From an optimization exercise on the open Yosys and OpenROAD flow, aimed at small area and a short achievable clock period; shortcuts taken in it are not production practice. Where RTL was checked, it was by simulation tests only, not by an equivalence proof against the original. Power figures rest on the tool's default switching activity, not on a simulated workload.

// ga_engine
module ga_engine
#(
    parameter int unsigned CHROM_W    = 32,
    parameter int unsigned FIT_W      = 27,
    parameter int unsigned POP_SIZE   = 16,
    parameter int unsigned MAX_GEN    = 100,
    parameter int unsigned MUT_THRESH = 8,
    localparam int unsigned GEN_W     = (MAX_GEN > 0) ? $clog2(MAX_GEN + 1) : 1
) (
    input  logic               clk,
    input  logic               reset_n,
    input  logic [31:0]        seed,
    input  logic               start,
    output logic               busy,
    output logic               done,
    output logic [GEN_W-1:0]   generation,
    output logic [CHROM_W-1:0] best,
    output logic [FIT_W-1:0]   best_fit,
    output logic               fit_req_valid,
    input  logic               fit_req_ready,
    output logic [CHROM_W-1:0] fit_req_chrom,
    input  logic               fit_rsp_valid,
    input  logic [FIT_W-1:0]   fit_rsp_fit
);
Size: roughly 4700 cells after synthesis, ~2100 flip-flops, roughly 170 I/O pins, roughly 78000 um^2 of cells after synthesis.
Settings: LEC_CHECK=0, CAP_MARGIN=20, CORE_MARGIN=2, CORE_UTILIZATION=45, SLEW_MARGIN=20; clock period 14.0 ns.
run.sh (not shown) runs the stock make flow with config.mk's settings and CLKGATE_MAP_FILE= SYNTH_SCRIPT=/design/flow/synth_recipe.tcl, a recipe that flattens the netlist after the stock synthesis.
Then changed:
--- a/flow/design.v
+++ b/flow/design.v
@@ -68,12 +68,23 @@
                 g[k] = g[2*k+1] || (e[2*k+1] && g[2*k]);
                 e[k] = e[2*k+1] && e[2*k];
             end
         end
         cmp_s = {g[0], e[0]};
     endfunction
+    function automatic logic [3:0] popcnt15(input logic [14:0] v);
+        logic [1:0] s1 [8];
+        logic [2:0] s2 [4];
+        logic [3:0] s3 [2];
+        logic [15:0] x;
+        x = {1'b0, v};
+        for (int i = 0; i < 8; i++) s1[i] = {1'b0, x[2*i]} + {1'b0, x[2*i+1]};
+        for (int i = 0; i < 4; i++) s2[i] = {1'b0, s1[2*i]} + {1'b0, s1[2*i+1]};
+        for (int i = 0; i < 2; i++) s3[i] = {1'b0, s2[2*i]} + {1'b0, s2[2*i+1]};
+        popcnt15 = s3[0] + s3[1];
+    endfunction
     logic s_idle, s_init, s_req, s_wait, s_gend, s_sela, s_selb, s_xov, s_mut, s_done;
     logic [31:0]        rng;
     logic               init_gen;
     logic [IDX_W-1:0]   idx;
     logic [CHROM_W-1:0] cand, pa;
     logic [IDX_W-1:0]   ridx;
@@ -115,41 +126,55 @@
                 best_fit <= fit_rsp_fit;
             end
         end
     end
     logic [CHROM_W-1:0] n_chrom [NN];
     logic [FIT_W-1:0]   n_fit   [NN];
+    logic [IDX_W-1:0]   n_rank  [NN];
     logic [CHROM_W-1:0] c_chrom [POP_SIZE];
-    logic [FIT_W-1:0]   c_fit   [POP_SIZE];
+    logic [IDX_W-1:0]   c_rank  [POP_SIZE];
+    logic [NN-1:0]      lt_r, gt_r;
+    logic [IDX_W-1:0]   cnt;
     logic               pend;
-    assign pend = ins && !s_gend;
+    assign pend = ins && !s_gend;     
+    always_ff @(posedge clk) begin
+        for (int j = 0; j < NN; j++) begin
+            logic [1:0] c;
+            c = cmp_s(fit_rsp_fit, n_fit[j]);
+            lt_r[j] <= (j < idx) && c[1];
+            gt_r[j] <= (j < idx) && !c[1] && !c[0];
+        end
+    end
+    assign cnt = popcnt15(lt_r);
     always_ff @(posedge clk) begin
         for (int j = 0; j < NN; j++) begin
             if (j == 0 && s_gend && !last_gen) begin
                 n_chrom[j] <= best;
                 n_fit[j]   <= best_fit;
+                n_rank[j]  <= '0;
             end else if (pend && idx == IDX_W'(j + 1)) begin
                 n_chrom[j] <= cand;
                 n_fit[j]   <= rsp_r;
+                n_rank[j]  <= cnt;
+            end else if (pend && gt_r[j]) begin
+                n_rank[j]  <= n_rank[j] + 1'b1;
             end
         end
         if (s_gend) begin
             for (int j = 0; j < NN; j++) begin
                 c_chrom[j] <= n_chrom[j];
-                c_fit[j]   <= n_fit[j];
+                c_rank[j]  <= n_rank[j] + IDX_W'(gt_r[j]);
             end
             c_chrom[NN] <= cand;
-            c_fit[NN]   <= rsp_r;
+            c_rank[NN]  <= cnt;
         end
     end
     logic [IDX_W-1:0]   r1, r2, winner;
-    logic [1:0]         tc;
     assign r1     = rng[IDX_W-1:0];
     assign r2     = rng[16 +: IDX_W];
-    assign tc     = cmp_s(c_fit[r2], c_fit[r1]);
-    assign winner = tc[1] ? r2 : r1;
+    assign winner = (c_rank[r2] > c_rank[r1]) ? r2 : r1;
     logic [CHROM_W-1:0] rd_chrom;
     assign rd_chrom = c_chrom[ridx];
     always_ff @(posedge clk) begin
         ridx <= winner;
         pa   <= rd_chrom;
     end
What happened: Global-route usage drops by 1.6 points; via count climbs by 0.94%; routed wire length drops by 6.6%; worst hold slack gets worse by 0.053 ns; final cell count climbs by 10%; fmax is about the same; flip-flop and latch count drops by 278; combinational power drops by 23%; power drops by 14%.
The RTL of the second run of this note was laid out without a check of its function.

---

Setup of 04-22:
The RTL this note starts from:
==> flow/design.v <==
package ga_pkg;
    typedef enum logic [3:0] {
        IDLE, INIT_GEN, EVAL_REQ, EVAL_WAIT, GEN_END,
        SEL_A, SEL_B, XOVER, MUTATE, DONE
    } ga_state_t;
    localparam logic [31:0] LFSR_TAPS = 32'h8020_0003;
    function automatic logic [63:0] fit_min(input int unsigned w);
        fit_min = 64'd1 << (w - 1);
    endfunction
endpackage
import ga_pkg::*;
module ga_lfsr32
(
    input  logic        clk,
    input  logic        reset_n,
    input  logic        load,
    input  logic        en,
    input  logic [31:0] seed,
    output logic [31:0] q
);
    always_ff @(posedge clk) begin
        if (load)
            q <= (seed == '0) ? 32'h1 : seed;
        else
            q <= {1'b0, q[31:1]} ^ (q[0] ? LFSR_TAPS : '0);
    end
endmodule
import ga_pkg::*;
module ga_engine
#(
    parameter int unsigned CHROM_W    = 32,
    parameter int unsigned FIT_W      = 27,
    parameter int unsigned POP_SIZE   = 16,
    parameter int unsigned MAX_GEN    = 100,
    parameter int unsigned MUT_THRESH = 8,
    localparam int unsigned GEN_W     = (MAX_GEN > 0) ? $clog2(MAX_GEN + 1) : 1
) (
    input  logic               clk,
    input  logic               reset_n,
    input  logic [31:0]        seed,
    input  logic               start,
    output logic               busy,
    output logic               done,
    output logic [GEN_W-1:0]   generation,
    output logic [CHROM_W-1:0] best,
    output logic [FIT_W-1:0]   best_fit,
    output logic               fit_req_valid,
    input  logic               fit_req_ready,
    output logic [CHROM_W-1:0] fit_req_chrom,
    input  logic               fit_rsp_valid,
    input  logic [FIT_W-1:0]   fit_rsp_fit
);
    localparam int unsigned IDX_W = $clog2(POP_SIZE);
    localparam int unsigned NN    = POP_SIZE - 1;      
    localparam logic [FIT_W-1:0] FIT_MIN = {1'b1, {(FIT_W-1){1'b0}}};
    function automatic logic [31:0] lfsr_step(input logic [31:0] x);
        lfsr_step = {1'b0, x[31:1]} ^ (x[0] ? LFSR_TAPS : '0);
    endfunction
    function automatic logic [1:0] cmp_s(input logic [FIT_W-1:0] a, input logic [FIT_W-1:0] b);
        logic [31:0] g, e;
        g = '0;
        e = '1;
        for (int i = 0; i < FIT_W; i++) begin
            g[i] = (i == FIT_W - 1) ? (!a[i] && b[i]) : (a[i] && !b[i]);
            e[i] = !(a[i] ^ b[i]);
        end
        for (int w = 16; w >= 1; w = w / 2) begin
            for (int k = 0; k < w; k++) begin
                g[k] = g[2*k+1] || (e[2*k+1] && g[2*k]);
                e[k] = e[2*k+1] && e[2*k];
            end
        end
        cmp_s = {g[0], e[0]};
    endfunction
    logic s_idle, s_init, s_req, s_wait, s_gend, s_sela, s_selb, s_xov, s_mut, s_done;
    logic [31:0]        rng;
    logic               init_gen;
    logic [IDX_W-1:0]   idx;
    logic [CHROM_W-1:0] cand, pa;
    logic [IDX_W-1:0]   ridx;
    logic [4:0]         xp_r;
    logic               start_ok;
    logic [GEN_W-1:0]   gen_next;
    logic               last_gen;
    assign start_ok      = start && (s_idle || s_done);
    assign gen_next      = init_gen ? generation : generation + 1'b1;
    assign last_gen      = (gen_next == GEN_W'(MAX_GEN));
    assign fit_req_chrom = cand;
    ga_lfsr32 u_lfsr (
        .clk     (clk),
        .reset_n (reset_n),
        .load    (start_ok),
        .en      (busy),
        .seed    (seed),
        .q       (rng)
    );
    logic [1:0]         bgt;
    assign bgt = cmp_s(fit_rsp_fit, best_fit);
    always_ff @(posedge clk or negedge reset_n) begin
        if (!reset_n) begin
            best     <= '0;
            best_fit <= '0;
        end else begin
            if (start_ok) begin
                best     <= '0;
                best_fit <= FIT_MIN;
            end else if (s_wait && fit_rsp_valid && bgt[1]) begin
                best     <= cand;
                best_fit <= fit_rsp_fit;
            end
        end
    end
    logic [CHROM_W-1:0] n_chrom [POP_SIZE];
    logic [FIT_W-1:0]   n_fit   [POP_SIZE];
    logic [CHROM_W-1:0] c_chrom [POP_SIZE];
    logic [FIT_W-1:0]   c_fit   [POP_SIZE];
    logic               rsp_take;
    logic [IDX_W-1:0]   trk_k, elite_k;       
    logic               trk_f, elite_f;       
    logic [CHROM_W-1:0] rd_chrom;
    logic [FIT_W-1:0]   f_rd1, f_rd2;
    assign rsp_take = s_wait && fit_rsp_valid;
    always_ff @(posedge clk) begin
        if (start_ok) begin
            trk_f <= 1'b1;
        end else if (rsp_take && bgt[1]) begin
            trk_k <= idx;
            trk_f <= 1'b0;
        end else if (s_gend) begin
            trk_k   <= '0;
            elite_k <= trk_k;
            elite_f <= trk_f;
        end
    end
    always_ff @(posedge clk) begin
        for (int j = 1; j < NN; j++) begin
            if (rsp_take && idx == IDX_W'(j)) begin
                n_chrom[j] <= cand;
                n_fit[j]   <= fit_rsp_fit;
            end
        end
        if (s_gend) begin
            for (int j = 1; j < NN; j++) begin
                c_chrom[j] <= n_chrom[j];
                c_fit[j]   <= n_fit[j];
            end
        end
        if (rsp_take && idx == IDX_W'(0)) begin
            c_chrom[0] <= cand;
            c_fit[0]   <= fit_rsp_fit;
        end else if (last_wait && !init_gen) begin
            c_chrom[0] <= elite_f ? '0 : rd_chrom;
            c_fit[0]   <= f_rd1;
        end
        if (rsp_take && idx == IDX_W'(NN)) begin
            c_chrom[NN] <= cand;
            c_fit[NN]   <= fit_rsp_fit;
        end
    end
    logic [IDX_W-1:0]   r1, r2, winner;
    logic [1:0]         tc;
    logic [31:0]        rng_n1;
    logic               last_wait, last_ev;
    assign rng_n1    = lfsr_step(rng);
    assign last_wait = s_wait && (idx == IDX_W'(NN));
    assign last_ev   = (s_req || s_wait) && (idx == IDX_W'(NN));
    always_ff @(posedge clk) begin
        r1 <= last_ev ? elite_k : rng_n1[IDX_W-1:0];
        r2 <= rng_n1[16 +: IDX_W];
    end
    assign f_rd1  = c_fit[r1];
    assign f_rd2  = c_fit[r2];
    assign tc     = cmp_s(f_rd2, f_rd1);
    assign winner = tc[1] ? r2 : r1;
    assign rd_chrom = c_chrom[ridx];
    always_ff @(posedge clk) begin
        ridx <= (s_sela || s_selb) ? winner : elite_k;
        pa   <= rd_chrom;
    end
    logic [31:0] rng_n2;
    logic [7:0]  xs_r;
    logic [5:0]  xt;
    assign rng_n2 = lfsr_step(lfsr_step(rng));
    assign xt     = 6'(xs_r[7:5]) + 6'(xs_r[4:0]);
    always_ff @(posedge clk) begin
        xs_r <= 8'(rng_n2[12:8]) + 8'(rng_n2[17:13]) + 8'(rng_n2[22:18]) +
                8'(rng_n2[27:23]) + 8'(rng_n2[31:28]);
        xp_r <= (xt >= 6'd31) ? 5'(xt - 6'd30) : 5'(xt + 6'd1);
    end
    logic [CHROM_W-1:0] xmask, child, mutated;
    logic [4:0]         mpos;
    assign mpos = rng[12:8];
    always_comb begin
        xmask   = {CHROM_W{1'b1}} << xp_r;
        child   = (pa & xmask) | (rd_chrom & ~xmask);
        mutated = cand;
        if (rng[7:0] < 8'(MUT_THRESH))
            mutated = cand ^ ({{(CHROM_W-1){1'b0}}, 1'b1} << mpos);
    end
    always_ff @(posedge clk or negedge reset_n) begin
        if (!reset_n) begin
            s_idle <= 1'b1; s_init <= 1'b0; s_req  <= 1'b0; s_wait <= 1'b0; s_gend <= 1'b0;
            s_sela <= 1'b0; s_selb <= 1'b0; s_xov  <= 1'b0; s_mut  <= 1'b0; s_done <= 1'b0;
            busy          <= 1'b0;
            done          <= 1'b0;
            generation    <= '0;
            fit_req_valid <= 1'b0;
            init_gen      <= 1'b0;
            idx           <= '0;
            cand          <= '0;
        end else begin
            s_init <= 1'b0; s_gend <= 1'b0; s_sela <= 1'b0; s_selb <= 1'b0;
            s_xov  <= 1'b0; s_mut  <= 1'b0;
            if ((s_idle || s_done) && start) begin
                s_idle     <= 1'b0;
                s_done     <= 1'b0;
                s_init     <= 1'b1;
                busy       <= 1'b1;
                done       <= 1'b0;
                generation <= '0;
                idx        <= '0;
                init_gen   <= 1'b1;
            end
            if (s_init) begin
                cand          <= rng[CHROM_W-1:0];
                fit_req_valid <= 1'b1;
                s_req         <= 1'b1;
            end
            if (s_req && fit_req_ready) begin
                fit_req_valid <= 1'b0;
                s_req         <= 1'b0;
                s_wait        <= 1'b1;
            end
            if (s_wait && fit_rsp_valid) begin
                s_wait <= 1'b0;
                if (idx == IDX_W'(POP_SIZE - 1)) begin
                    s_gend <= 1'b1;
                end else begin
                    idx    <= idx + 1'b1;
                    s_init <= init_gen;
                    s_sela <= !init_gen;
                end
            end
            if (s_gend) begin
                init_gen   <= 1'b0;
                generation <= gen_next;
                if (last_gen) begin
                    s_done <= 1'b1;
                    busy   <= 1'b0;
                    done   <= 1'b1;
                end else begin
                    idx    <= IDX_W'(1);
                    s_sela <= 1'b1;
                end
            end
            if (s_sela) s_selb <= 1'b1;
            if (s_selb) s_xov  <= 1'b1;
            if (s_xov) begin
                cand  <= child;
                s_mut <= 1'b1;
            end
            if (s_mut) begin
                cand          <= mutated;
                fit_req_valid <= 1'b1;
                s_req         <= 1'b1;
            end
        end
    end
endmodule
==> flow/config.mk <==
export PLATFORM = sky130hd
export DESIGN_NAME = ga_engine
export DESIGN_NICKNAME = ga_engine
export VERILOG_FILES = /design/flow/design.v
export SDC_FILE = /design/flow/constraint.sdc
export NUM_CORES = 4
export LEC_CHECK = 0
export ABC_AREA = 1
export CAP_MARGIN = 20
export CORE_MARGIN = 2
export CORE_UTILIZATION = 45
export SLEW_MARGIN = 20
==> flow/constraint.sdc <==
create_clock -name core_clock -period 14.0 [get_ports {clk}]
set_input_delay 2.8000 -clock core_clock [delete_from_list [all_inputs] [get_ports {clk}]]
set_output_delay 2.8000 -clock core_clock [all_outputs]
set_load 0.01 [all_outputs]
standard.sh (not shown) runs the stock make flow with config.mk's settings and CLKGATE_MAP_FILE= SYNTH_SCRIPT=/design/flow/synth_recipe.tcl, a recipe that flattens the netlist after the stock synthesis.
==> flow/flow/run.sh <==
#!/bin/bash
# Standard ORFS layout (the standard.sh, unchanged synthesis), with the timing repair
# asked to leave a larger setup margin so the design is optimised below the 14 ns constraint,
# and clock tree synthesis with larger sink clusters and no dummy loads.
set -euo pipefail
MARGIN=$(cat flow/margin.txt)
bash standard.sh SETUP_SLACK_MARGIN=$MARGIN \
  "CTS_ARGS=-sink_clustering_enable -repair_clock_nets -dont_use_dummy_load -sink_clustering_size 24 -sink_clustering_max_diameter 100" \
  finish > flow_make.log 2>&1
==> flow/flow/margin.txt <==
9.6
Modified inputs, 01-24 compared to 04-22
--- a/flow/design.v
+++ b/flow/design.v
@@ -123,11 +123,13 @@
     always_ff @(posedge clk) begin
         if (start_ok) begin
             trk_f <= 1'b1;
+        end else if (s_gend) begin
+            trk_k <= '0;
         end else if (rsp_take && bgt[1]) begin
             trk_k <= idx;
             trk_f <= 1'b0;
-        end else if (s_gend) begin
-            trk_k   <= '0;
+        end
+        if (s_gend) begin
             elite_k <= trk_k;
             elite_f <= trk_f;
         end
@@ -187,15 +189,28 @@
                 8'(rng_n2[27:23]) + 8'(rng_n2[31:28]);
         xp_r <= (xt >= 6'd31) ? 5'(xt - 6'd30) : 5'(xt + 6'd1);
     end
-    logic [CHROM_W-1:0] xmask, child, mutated;
+    logic [CHROM_W-1:0] xmask, child;
     logic [4:0]         mpos;
     assign mpos = rng[12:8];
     always_comb begin
         xmask   = {CHROM_W{1'b1}} << xp_r;
         child   = (pa & xmask) | (rd_chrom & ~xmask);
-        mutated = cand;
-        if (rng[7:0] < 8'(MUT_THRESH))
-            mutated = cand ^ ({{(CHROM_W-1){1'b0}}, 1'b1} << mpos);
+    end
+    logic mut_on;
+    assign mut_on = s_mut && (rng[7:0] < 8'(MUT_THRESH));
+    always_ff @(posedge clk or negedge reset_n) begin
+        if (!reset_n) begin
+            cand <= '0;
+        end else begin
+            for (int i = 0; i < CHROM_W; i++) begin
+                if (s_init)
+                    cand[i] <= rng[i];
+                else if (s_xov)
+                    cand[i] <= child[i];
+                else if (mut_on && mpos == 5'(i))
+                    cand[i] <= !cand[i];
+            end
+        end
     end
     always_ff @(posedge clk or negedge reset_n) begin
         if (!reset_n) begin
@@ -207,7 +222,6 @@
             fit_req_valid <= 1'b0;
             init_gen      <= 1'b0;
             idx           <= '0;
-            cand          <= '0;
         end else begin
             s_init <= 1'b0; s_gend <= 1'b0; s_sela <= 1'b0; s_selb <= 1'b0;
             s_xov  <= 1'b0; s_mut  <= 1'b0;
@@ -222,7 +236,6 @@
                 init_gen   <= 1'b1;
             end
             if (s_init) begin
-                cand          <= rng[CHROM_W-1:0];
                 fit_req_valid <= 1'b1;
                 s_req         <= 1'b1;
             end
@@ -256,11 +269,9 @@
             if (s_sela) s_selb <= 1'b1;
             if (s_selb) s_xov  <= 1'b1;
             if (s_xov) begin
-                cand  <= child;
                 s_mut <= 1'b1;
             end
             if (s_mut) begin
-                cand          <= mutated;
                 fit_req_valid <= 1'b1;
                 s_req         <= 1'b1;
             end
[summary]
No stage failed in 01-24, and the final checks on the layout all came back clean. For 01-24, the highest-delay cell along the critical path was o211ai_1, unlike 04-22, where it was a21oi_1. In terms of ratio of final minimum period to clock period, 01-24 and 04-22 differ only marginally. fit_rsp_fit[1] as the startpoint of the worst setup timing path was reported by 01-24, and fit_rsp_fit[2] by 04-22. Average via count per standard cell was higher in the run labelled 01-24. Delta (01-24 minus 04-22): number of instances resized during post-cts repair dropped 4; final instance count without filler cells has decreased; power went down 0.22 mW; height of the chip was more or less identical. On routability congestion estimate: between 01-24 and 04-22, it ends up higher for 04-22.

separate check: timing with driven ports:
Ports are ideal in the flow. The routed layouts listed here were re-timed in OpenROAD.
Step 1 assumes that a clkbuf_16 drives the clock port and a buf_2 every other input.
Step 2 adds t to the input delays and takes it off the output delays; t is the mean of the earliest and latest rising clock arrival at the registers after step 1. Input paths then give back, and output paths get back, about the clock's delay inside the block.
Slacks: ideal ports / drivers / drivers and shift; pairs: ideal ports / drivers.
run	shift t [ns]	slack for setup (ns)	hold WS [ns]	worst setup path at the end	slew at the worst register clock pin (ns)
the first run of note 1	0.916	8.461 / 8.454 / 8.207	0.348 / 0.348 / 0.348	input to register	0.07 / 0.07
the second run of note 1	0.918	8.477 / 8.392 / 7.671	0.296 / 0.296 / 0.296	input to register	0.07 / 0.07
04-22	0.797	9.548 / 9.555 / 8.786	0.368 / 0.368 / 0.368	input to register	0.10 / 0.10
01-24	0.799	9.529 / 9.550 / 8.751	0.374 / 0.374 / 0.374	input to register	0.10 / 0.10
After both steps every run listed still meets setup and hold. For the second run of note 1, which loses most, drivers alone change the setup slack by -0.085 ns; drivers and shift together by -0.806 ns.
